Context: an optimization exercise on an open-source flow, tuned for small area, a short achievable clock period and few clock cycles per item. The choices shown serve that exercise and are no tape-out recipe.
In this exercise RTL edits were held to simulation tests only and were not proved equivalent to the original.
No activity file was given, so power comes from the tool's default toggle rates.

===== flow/design.v =====
`timescale 1ns/1ps
module stage_buffer #(
	parameter int W = 38
)
(
	input logic clk,
	input logic reset,
	input logic in_valid,
	output logic in_ready,
	input logic [W-1:0] in_data,
	output logic out_valid,
	input logic out_ready,
	output logic [W-1:0] out_data
);
	logic full;
	logic [W-1:0] data;
	assign in_ready = !full || out_ready;
	always_ff @(posedge clk)
	begin
		if (reset)
			full <= 1'b0;
		else if (in_ready)
			full <= in_valid;
	end
	always_ff @(posedge clk)
	begin
		if (in_valid && in_ready)
			data <= in_data;
	end
	assign out_valid = full;
	assign out_data = data;
endmodule
`timescale 1ns/1ps
module terminal_check (
	input logic [1:0] op,
	input logic [16-1:0] f,
	input logic [16-1:0] g,
	output logic [16-1:0] f_out,  
	output logic [16-1:0] g_out,
	output logic hit,
	output logic [16-1:0] result  
);
	logic f_false;
	logic f_true;
	logic g_false;
	logic g_true;
	logic f_term;
	logic same;
	logic compl;
	logic swap;
	assign f_false = (f == {16{1'b0}});
	assign f_true = (f == {{(16-1){1'b0}}, 1'b1});
	assign g_false = (g == {16{1'b0}});
	assign g_true = (g == {{(16-1){1'b0}}, 1'b1});
	assign f_term = (f[16-1:1] == '0);
	assign same = (f == g);
	assign compl = ((f ^ g) == {{(16-1){1'b0}}, 1'b1});  
	always_comb
	begin
		{hit, result} = {1'b0, {16{1'b0}}};
		case (op)
			2'd0:
			begin
				if (f_false || g_false)
					{hit, result} = {1'b1, {16{1'b0}}};
				else if (f_true)
					{hit, result} = {1'b1, g};
				else if (g_true)
					{hit, result} = {1'b1, f};
				else if (same)
					{hit, result} = {1'b1, f};
				else if (compl)
					{hit, result} = {1'b1, {16{1'b0}}};
			end
			2'd1:
			begin
				if (f_true || g_true)
					{hit, result} = {1'b1, {{(16-1){1'b0}}, 1'b1}};
				else if (f_false)
					{hit, result} = {1'b1, g};
				else if (g_false)
					{hit, result} = {1'b1, f};
				else if (same)
					{hit, result} = {1'b1, f};
				else if (compl)
					{hit, result} = {1'b1, {{(16-1){1'b0}}, 1'b1}};
			end
			2'd2:
			begin
				if (same)
					{hit, result} = {1'b1, {16{1'b0}}};
				else if (compl)
					{hit, result} = {1'b1, {{(16-1){1'b0}}, 1'b1}};
				else if (f_false)
					{hit, result} = {1'b1, g};
				else if (g_false)
					{hit, result} = {1'b1, f};
			end
			default:  
			begin
				if (f_term)
					{hit, result} = {1'b1, f};
			end
		endcase
	end
	assign swap = !hit && (op != 2'd3) && (f > g);
	assign f_out = swap ? g : f;
	assign g_out = swap ? f : g;
endmodule
`timescale 1ns/1ps
module var_fetch_ctrl #(
	parameter int RES_W = 3 + 3 + 3 * 16 + 1,
	parameter int OUT_W = RES_W + 8 + 3
)
(
	input logic clk,
	input logic reset,
	input logic in_valid,
	output logic in_ready,
	input logic [RES_W-1:0] in_data,
	output logic mem_req_valid,
	input logic mem_req_ready,
	output logic [16-2:0] mem_req_node,
	input logic mem_resp_valid,
	input logic [8-1:0] mem_resp_var,
	output logic [8-1:0] qvar,
	input logic qbit,
	output logic out_valid,
	input logic out_ready,
	output logic [OUT_W-1:0] out_data
);
	localparam int IW = 16;
	localparam int G_LSB = IW + 1;
	localparam int F_LSB = 2 * IW + 1;
	localparam int OP_LSB = 3 * IW + 1;
	localparam logic [1:0] S_IDLE = 2'd0;
	localparam logic [1:0] S_FETCH = 2'd1;
	localparam logic [1:0] S_DONE = 2'd2;
	logic [1:0] state;
	logic [RES_W-1:0] held;
	logic [1:0] held_op;
	logic held_hit;
	logic in_hit;
	logic [8-1:0] var_f;
	logic [8-1:0] var_g;
	logic [8-1:0] top_min;
	logic [8-1:0] top;
	logic [IW-2:0] node_f;
	logic [IW-2:0] node_g;
	logic shared;
	logic need_f;
	logic need_g;
	logic [1:0] num_req;
	logic [1:0] req_cnt;  
	logic [1:0] resp_cnt;  
	logic req_fire;
	logic resp_to_f;
	logic last_resp;
	logic accept;
	logic bypass;
	logic fetch_f;
	logic fetch_g;
	logic [OUT_W-1:0] held_out;
	logic [OUT_W-1:0] bypass_out;
	assign held_op = held[OP_LSB +: 2];
	assign held_hit = held[IW];
	assign in_hit = in_data[IW];
	assign node_f = held[F_LSB + 1 +: IW - 1];
	assign node_g = held[G_LSB + 1 +: IW - 1];
	assign shared = (node_f == node_g);
	assign need_f = (node_f != '0);
	assign need_g = (held_op != 2'd3) && !shared && (node_g != '0);
	assign num_req = {1'b0, need_f} + {1'b0, need_g};
	assign mem_req_valid = (state == S_FETCH) && (req_cnt != num_req);
	assign mem_req_node = (req_cnt == 2'd0 && need_f) ? node_f : node_g;
	assign req_fire = mem_req_valid && mem_req_ready;
	assign resp_to_f = (resp_cnt == 2'd0) && need_f;
	assign last_resp = mem_resp_valid && (resp_cnt + 2'd1 == num_req);
	assign in_ready = (state == S_IDLE);
	assign accept = in_valid && in_ready;
	assign bypass = accept && in_hit;  
	always_ff @(posedge clk)
	begin
		if (reset)
		begin
			state <= S_IDLE;
			req_cnt <= 2'd0;
			resp_cnt <= 2'd0;
		end
		else
		begin
			case (state)
				S_IDLE:
				begin
					req_cnt <= 2'd0;
					resp_cnt <= 2'd0;
					if (accept && !(in_hit && out_ready))
						state <= in_hit ? S_DONE : S_FETCH;
				end
				S_FETCH:
				begin
					if (req_fire)
						req_cnt <= req_cnt + 2'd1;
					if (mem_resp_valid)
						resp_cnt <= resp_cnt + 2'd1;
					if (last_resp)
						state <= S_DONE;
				end
				S_DONE:
					if (out_ready)
						state <= S_IDLE;
				default:
					state <= S_IDLE;
			endcase
		end
	end
	always_ff @(posedge clk)
	begin
		if (accept)
		begin
			held <= in_data;
			var_f <= {8{1'b1}};
			var_g <= {8{1'b1}};
		end
		else if (state == S_FETCH && mem_resp_valid)
		begin
			if (resp_to_f)
				var_f <= mem_resp_var;
			else
				var_g <= mem_resp_var;
		end
	end
	assign top_min = (var_f < var_g) ? var_f : var_g;
	always_comb
	begin
		if (held_hit)
			{top, fetch_f, fetch_g} = {{8{1'b1}}, 2'b00};
		else if (shared)
			{top, fetch_f, fetch_g} = {var_f, 2'b11};
		else
			{top, fetch_f, fetch_g} = {top_min, var_f == top_min, var_g == top_min};
	end
	assign qvar = top;
	assign held_out = {held, top, fetch_f, fetch_g,
		!held_hit && (held_op != 2'd0) && qbit};
	assign bypass_out = {in_data, {8{1'b1}}, 3'b000};
	assign out_valid = bypass || (state == S_DONE);
	assign out_data = (state == S_IDLE) ? bypass_out : held_out;
endmodule
`timescale 1ns/1ps
module quantify_table (
	input logic clk,
	input logic reset,
	input logic cfg_write,
	input logic [8-1:0] cfg_address,
	input logic [32-1:0] cfg_wdata,
	input logic [8-1:0] qvar,
	output logic qbit
);
	localparam int SEL_W = $clog2((256 / 32));
	logic wr_en;
	logic [8-1:0] wr_addr;
	logic [32-1:0] wr_data;
	logic [32-1:0] words [0:(256 / 32)-1];
	logic [32-1:0] qword;
	always_ff @(posedge clk)
	begin
		if (reset)
			wr_en <= 1'b0;
		else
			wr_en <= cfg_write;
		wr_addr <= cfg_address;
		wr_data <= cfg_wdata;
	end
	always_ff @(posedge clk)
	begin
		if (reset)
		begin
			for (int i = 0; i < (256 / 32); i++)
				words[i] <= '0;
		end
		else if (wr_en && wr_addr < (256 / 32))  
			words[wr_addr[SEL_W-1:0]] <= wr_data;
	end
	assign qword = words[qvar[8-1:5]];
	assign qbit = qword[qvar[4:0]];
endmodule
`timescale 1ns/1ps
module apply_front (
	input logic clk,
	input logic reset,
	input logic in_valid,
	output logic in_ready,
	input logic [3-1:0] in_id,
	input logic in_negate,
	input logic [1:0] in_op,
	input logic [16-1:0] in_f,
	input logic [16-1:0] in_g,
	output logic var_req_valid,
	input logic var_req_ready,
	output logic [16-2:0] var_req_node,
	input logic var_resp_valid,
	input logic [8-1:0] var_resp_var,
	input logic cfg_write,
	input logic [8-1:0] cfg_address,
	input logic [32-1:0] cfg_wdata,
	output logic out_valid,
	input logic out_ready,
	output logic [3-1:0] out_id,
	output logic out_negate,
	output logic [1:0] out_op,
	output logic [16-1:0] out_f,
	output logic [16-1:0] out_g,
	output logic out_hit,
	output logic [16-1:0] out_result,
	output logic [8-1:0] out_top,
	output logic out_fetch_f,
	output logic out_fetch_g,
	output logic out_quantify
);
	localparam int IW = 16;
	localparam int REQ_W = 3 + 3 + 2 * IW;  
	localparam int RES_W = REQ_W + 1 + IW;  
	localparam int OUT_W = RES_W + 8 + 3;  
	logic [REQ_W-1:0] in_req;
	logic [REQ_W-1:0] buf_req;
	logic [RES_W-1:0] resolved;
	logic [OUT_W-1:0] ctrl_out;
	logic [OUT_W-1:0] out_data;
	logic [IW-1:0] ord_f;
	logic [IW-1:0] ord_g;
	logic hit;
	logic [IW-1:0] result;
	logic buf_valid;
	logic ctrl_ready;
	logic ctrl_valid;
	logic out_buf_ready;
	logic [8-1:0] qvar;
	logic qbit;
	assign in_req = {in_id, in_negate, in_op, in_f, in_g};
	stage_buffer #(.W(REQ_W)) in_buf (
		.clk(clk), .reset(reset),
		.in_valid(in_valid), .in_ready(in_ready), .in_data(in_req),
		.out_valid(buf_valid), .out_ready(ctrl_ready), .out_data(buf_req)
	);
	terminal_check terminal_check_i (
		.op(buf_req[2 * IW +: 2]), .f(buf_req[IW +: IW]), .g(buf_req[0 +: IW]),
		.f_out(ord_f), .g_out(ord_g), .hit(hit), .result(result)
	);
	assign resolved = {buf_req[REQ_W-1:2 * IW], ord_f, ord_g, hit, result};
	var_fetch_ctrl #(.RES_W(RES_W), .OUT_W(OUT_W)) var_fetch_ctrl_i (
		.clk(clk), .reset(reset),
		.in_valid(buf_valid), .in_ready(ctrl_ready), .in_data(resolved),
		.mem_req_valid(var_req_valid), .mem_req_ready(var_req_ready),
		.mem_req_node(var_req_node), .mem_resp_valid(var_resp_valid),
		.mem_resp_var(var_resp_var),
		.qvar(qvar), .qbit(qbit),
		.out_valid(ctrl_valid), .out_ready(out_buf_ready), .out_data(ctrl_out)
	);
	quantify_table quantify_table_i (
		.clk(clk), .reset(reset),
		.cfg_write(cfg_write), .cfg_address(cfg_address), .cfg_wdata(cfg_wdata),
		.qvar(qvar), .qbit(qbit)
	);
	stage_buffer #(.W(OUT_W)) out_buf (
		.clk(clk), .reset(reset),
		.in_valid(ctrl_valid), .in_ready(out_buf_ready), .in_data(ctrl_out),
		.out_valid(out_valid), .out_ready(out_ready), .out_data(out_data)
	);
	assign {out_id, out_negate, out_op, out_f, out_g, out_hit, out_result,
		out_top, out_fetch_f, out_fetch_g, out_quantify} = out_data;
endmodule

===== flow/constraint.sdc =====
create_clock -name core_clock -period 5.5 [get_ports {clk}]
set_input_delay 1.1000 -clock core_clock [delete_from_list [all_inputs] [get_ports {clk}]]
set_output_delay 1.1000 -clock core_clock [all_outputs]
set_load 0.01 [all_outputs]

===== flow/run.sh =====
#!/bin/bash
# synth_recipe.tcl (not shown) runs the flow's synth.tcl, then flattens the netlist and writes it again
# the make line also repeats each setting of config.mk as NAME=value (left out here)
make -C /OpenROAD-flow-scripts/flow DESIGN_CONFIG=/design/flow/config.mk WORK_HOME=/design/flow/orfs CLKGATE_MAP_FILE= SYNTH_SCRIPT=/design/flow/synth_recipe.tcl finish

===== flow/config.mk =====
export PLATFORM = sky130hd
export DESIGN_NAME = apply_front
export DESIGN_NICKNAME = apply_front
export VERILOG_FILES = /design/flow/design.v
export SDC_FILE = /design/flow/constraint.sdc
export NUM_CORES = 4
export LEC_CHECK = 0
export CAP_MARGIN = 20
export CORE_MARGIN = 2
export CORE_UTILIZATION = 40
export SLEW_MARGIN = 20

==> impl_results.md <==
* Hpwl dp at 37270 microns
* Final ANT Viol Nets at 0
* First-pass GRT wire length at 88270 microns
* Max frequency at around 200 MHz
* WL final at approximately 59000 microns
* Clock period minus final worst setup slack at slightly above 5 ns
* Cells after DPL at about 2500
* Non-filler instance count after layout at 2583
* Die Y at around 240 microns
* Seq/Total Area, Yosys at 63.54%
* Total negative slack at 0 ns
* Clk pwr share at approximately 41%
* IO Count at between 150 and 200
* Synthesis-stage register bit count at 480
* Core Area at about 54000 sq um
* Initial antenna violation count at 1
* Largest cells by area after synthesis: edfxtp_1, and2_1, dfxtp_1
* Switching portion of total power at 24.26%
* Synth Net Count at 1794
* Global route overflow at 0
* Reg clk slew, reported paths at 0.06 ns
* Synthesized instance count at between 1500 and 2000
* Psw at ~2.1 mW
* Most frequent cells in the layout: edfxtp_1, and2_1, nand2_1
* EDFF count, synth at between 400 and 500
* Post-synth top area share at 57.54%
* Layout cells sized above 1 at a little over an eighth
* Ys async rst share at 0%
* Initial drt markers at approximately 1400
* Crit path DAT at 3.95 ns
* Worst Tran Pin Value at between 1 and 1.5 ns
* Bufs on Longest Clock Path at 3
* Most frequent CP cell: xnor2_1
* Design Area, Final at about 26000 sq um
* Die ar. at 56030 sq um
* Vias per std cell at about 5.5
* Number of setup buffers added after CTS at 0
* Vias in the first global route at ~14000
* Max stage delay on crit path at 0.65 ns
* Synth Warn # at 5
* Peak supply drop at 236.8 uV
* Largest net degree at the start of global routing at 67
* PwrDens at approximately 330 nW/um^2
* Combinational share of power at 9.9%
* Final Max Tran Viols at 0
* Cts bufs inserted at 51
* Post-synth top area cell: edfxtp_1
* Hold_buf cts at 0
* Most common library cell in the layout ignoring fill and taps: edfxtp_1
* Clock latency on the worst-skew pair at around 0.6 ns
* Area growth, synth to finish at 19.46%
* CTS H-tree lvls at 2
* Synthesized area per cell at 12.93 sq um
* Sequential share of power at slightly below 50%
* Req. time, crit path at 4.40 ns
* CP Max Fanout at 5
* Starting Density at 40.33%
* R2r setup slk at roughly 0.9 ns
* Row cnt at 85
* Worst R2R Path Depth at 12
* DIE WIDTH at approximately 240 microns
* Power Internal at between 6 and 7 mW
* Worst hold path stage count at 0
* Worst Setup Path Type: flop to output pin
* Period utilisation layout at ~92%
* Worst slew margin at between 20% and 30%
* Startpoint Class: flop
* Min Hold Slack at about 0.45 ns
* Via count at 14149
* CP Capture Type: output pin
* Clk_skew at approximately 0.019 ns
* CP Cell Sequence: xnor2_1 -> nand4_1 -> nor2_1 -> nand2_1 -> and3_1 -> ha_1 -> xnor2_1 -> a211oi_1 -> clkdlybuf4s50_1
* Lkg Pwr at approximately 10 nW
* CTS tree: yes
* Pre-Repair DR Iteration Count at 5
* Critical Path Slowest Stage Cell: clkdlybuf4s50_1
* Final Hold Fails at 0
* Port Buf Inserts at 176
* Residual DRC at 0
* Routability cong. at approximately 0.85
* GRT Total Usage at 20.79%
* Synth Cell Area at around 22000 sq um
* Clock Sinks at 480
* Yosys cell types at 70
* Clock root cell: clkbuf_16
* RSZ-0062 raised after global routing: false
* Setup Viol. Count Final at 0
* Placement Cell Area at about 24000 sq um
* Synth Flop Type: edfxtp_1
* Max Cap Violations at 0
* Routed wire per std cell at about 23 microns
* Final #Nets at between 1500 and 2000
* Post_cts resized at 0
* Outcome: no timing/DRC/antenna violations
* Worst min path class: flop to flop
* Total Power at between 8 and 9 mW
## layout make-up
class | count | area (sq um)
well taps | 696 | 870.8
flip-flops and latches | 480 | 13760
fillers | 4695 | 27830
clock inverters | 22 | 249.0
inverters | 47 | 176.4
multi-input cells | 1057 | 7348
clock buffers | 74 | 1453
diodes | 1 | 2.502
repair buffers | 206 | 2012
## per-stage QoR
stage	util, %	setup WS (ns)
detailed placement	44.99	1.035
global route	48.18	0.2321
CTS	48.16	0.4430
global placement	44.99	1.046
finish	48.18	0.4542
floorplan	-	0.9303
## final timing paths
kind | startpoint | to
max | var_fetch_ctrl_i.held[42]$_DFFE_PP_ | var_req_valid
min reg2reg | in_buf.data[36]$_DFFE_PP_ | var_fetch_ctrl_i.held[53]$_DFFE_PP_
min | in_buf.data[36]$_DFFE_PP_ | var_fetch_ctrl_i.held[53]$_DFFE_PP_
max reg2reg | var_fetch_ctrl_i.held[42]$_DFFE_PP_ | out_buf.data[0]$_SDFFCE_PP0P_
## state kept, by name (all words and copies together), names as in the netlist
signal,cells
out_buf.data,66
var_fetch_ctrl_i.var_f,8
var_fetch_ctrl_i.resp_cnt,2
quantify_table_i.wr_addr,8
in_buf.full,1
var_fetch_ctrl_i.req_cnt,2
out_buf.full,1
quantify_table_i.wr_data,32
quantify_table_i.wr_en,1
var_fetch_ctrl_i.var_g,8
in_buf.data,38
var_fetch_ctrl_i.state,2
quantify_table_i.words,256
var_fetch_ctrl_i.held,55
## cells by family after synthesis
logic type	synth area share, %
and+or+nand+nor	15.19
DFF	63.54
AOI/OAI and AO/OA	7.487
muxes	8.370
buffers and inverters	2.819
xor gates and xnor gates	1.092
adders and majority gates	1.502
## power groups by stage
stage / logic (mW) / registers [mW] / clock network [mW]
floorplan: 0.519 / 4.24 / 0
global placement: 0.825 / 4.28 / 0
detailed placement: 0.834 / 4.28 / 0
CTS: 0.840 / 4.20 / 3.56
global route: 0.904 / 4.22 / 3.69
finish: 0.842 / 4.20 / 3.50
## synth_stat cells, drive strengths merged (5+ instances only)
| library cell | n |
|---|---|
| clkbuf | 51 |
| nor3 | 9 |
| nand2 | 191 |
| nor4 | 17 |
| buf | 40 |
| a22oi | 6 |
| a31oi | 16 |
| o21ai | 17 |
| nand3 | 50 |
| a32oi | 10 |
| mux2i | 66 |
| xnor2 | 15 |
| nor2b | 5 |
| or2 | 13 |
| nor2 | 40 |
| a22o | 16 |
| a21boi | 5 |
| xor2 | 12 |
| a221oi | 24 |
| inv | 47 |
| and3 | 5 |
| and2 | 258 |
| mux2 | 94 |
| edfxtp | 415 |
| ha | 26 |
| a21oi | 41 |
| nand4 | 17 |
| o211ai | 17 |
| a211oi | 18 |
| a2111oi | 7 |
| nand2b | 6 |
| a21o | 9 |
| dfxtp | 65 |
## per-layer routing
layer	track usage (%)	routed length [microns]
met5	0	0
met4	6.387	1566
met3	3.416	3534
met2	33.10	26990
met1	29.22	26620
## critical path, delay by kind of cell, from the launching register on
family | cells | cell delay, ns
buffers and inverters | 1 | 0.65
and+or+nand+nor | 4 | 1.17
AOI/OAI and AO/OA | 1 | 0.41
xor gates and xnor gates | 2 | 0.37
adders and majority gates | 1 | 0.33
DFF | 1 | 0.44
Testbench counts, summed over its fixed seeds: cycles 26,308, items 4,000.

## re-timing with driven ports
In the flow no input, the clock included, has a driving cell. The finished layout below was timed again as built, in two steps. Step 1 (the two cells are an assumption about what drives the block):
set clk [get_ports {clk}]
set_driving_cell -lib_cell sky130_fd_sc_hd__clkbuf_16 $clk
set_driving_cell -lib_cell sky130_fd_sc_hd__buf_2 [delete_from_list [all_inputs] $clk]
Step 2 times the ports against the registers' clock, not the clock port: input delays grow and output delays shrink by t, the midpoint of the rising clock arrivals with the driver on. Slacks: no drivers / after step 1 / after step 2; pairs: no drivers / after step 1.
t, ns: 0.657
setup WS [ns]: 0.454 / 0.395 / 0.903
worst setup path after step 2: register to register
worst slew at a driven data input, ns: 0.07
After both steps this run still meets setup and hold. The setup slack of this run moves by -0.059 ns with the drivers and by +0.449 ns with both steps.
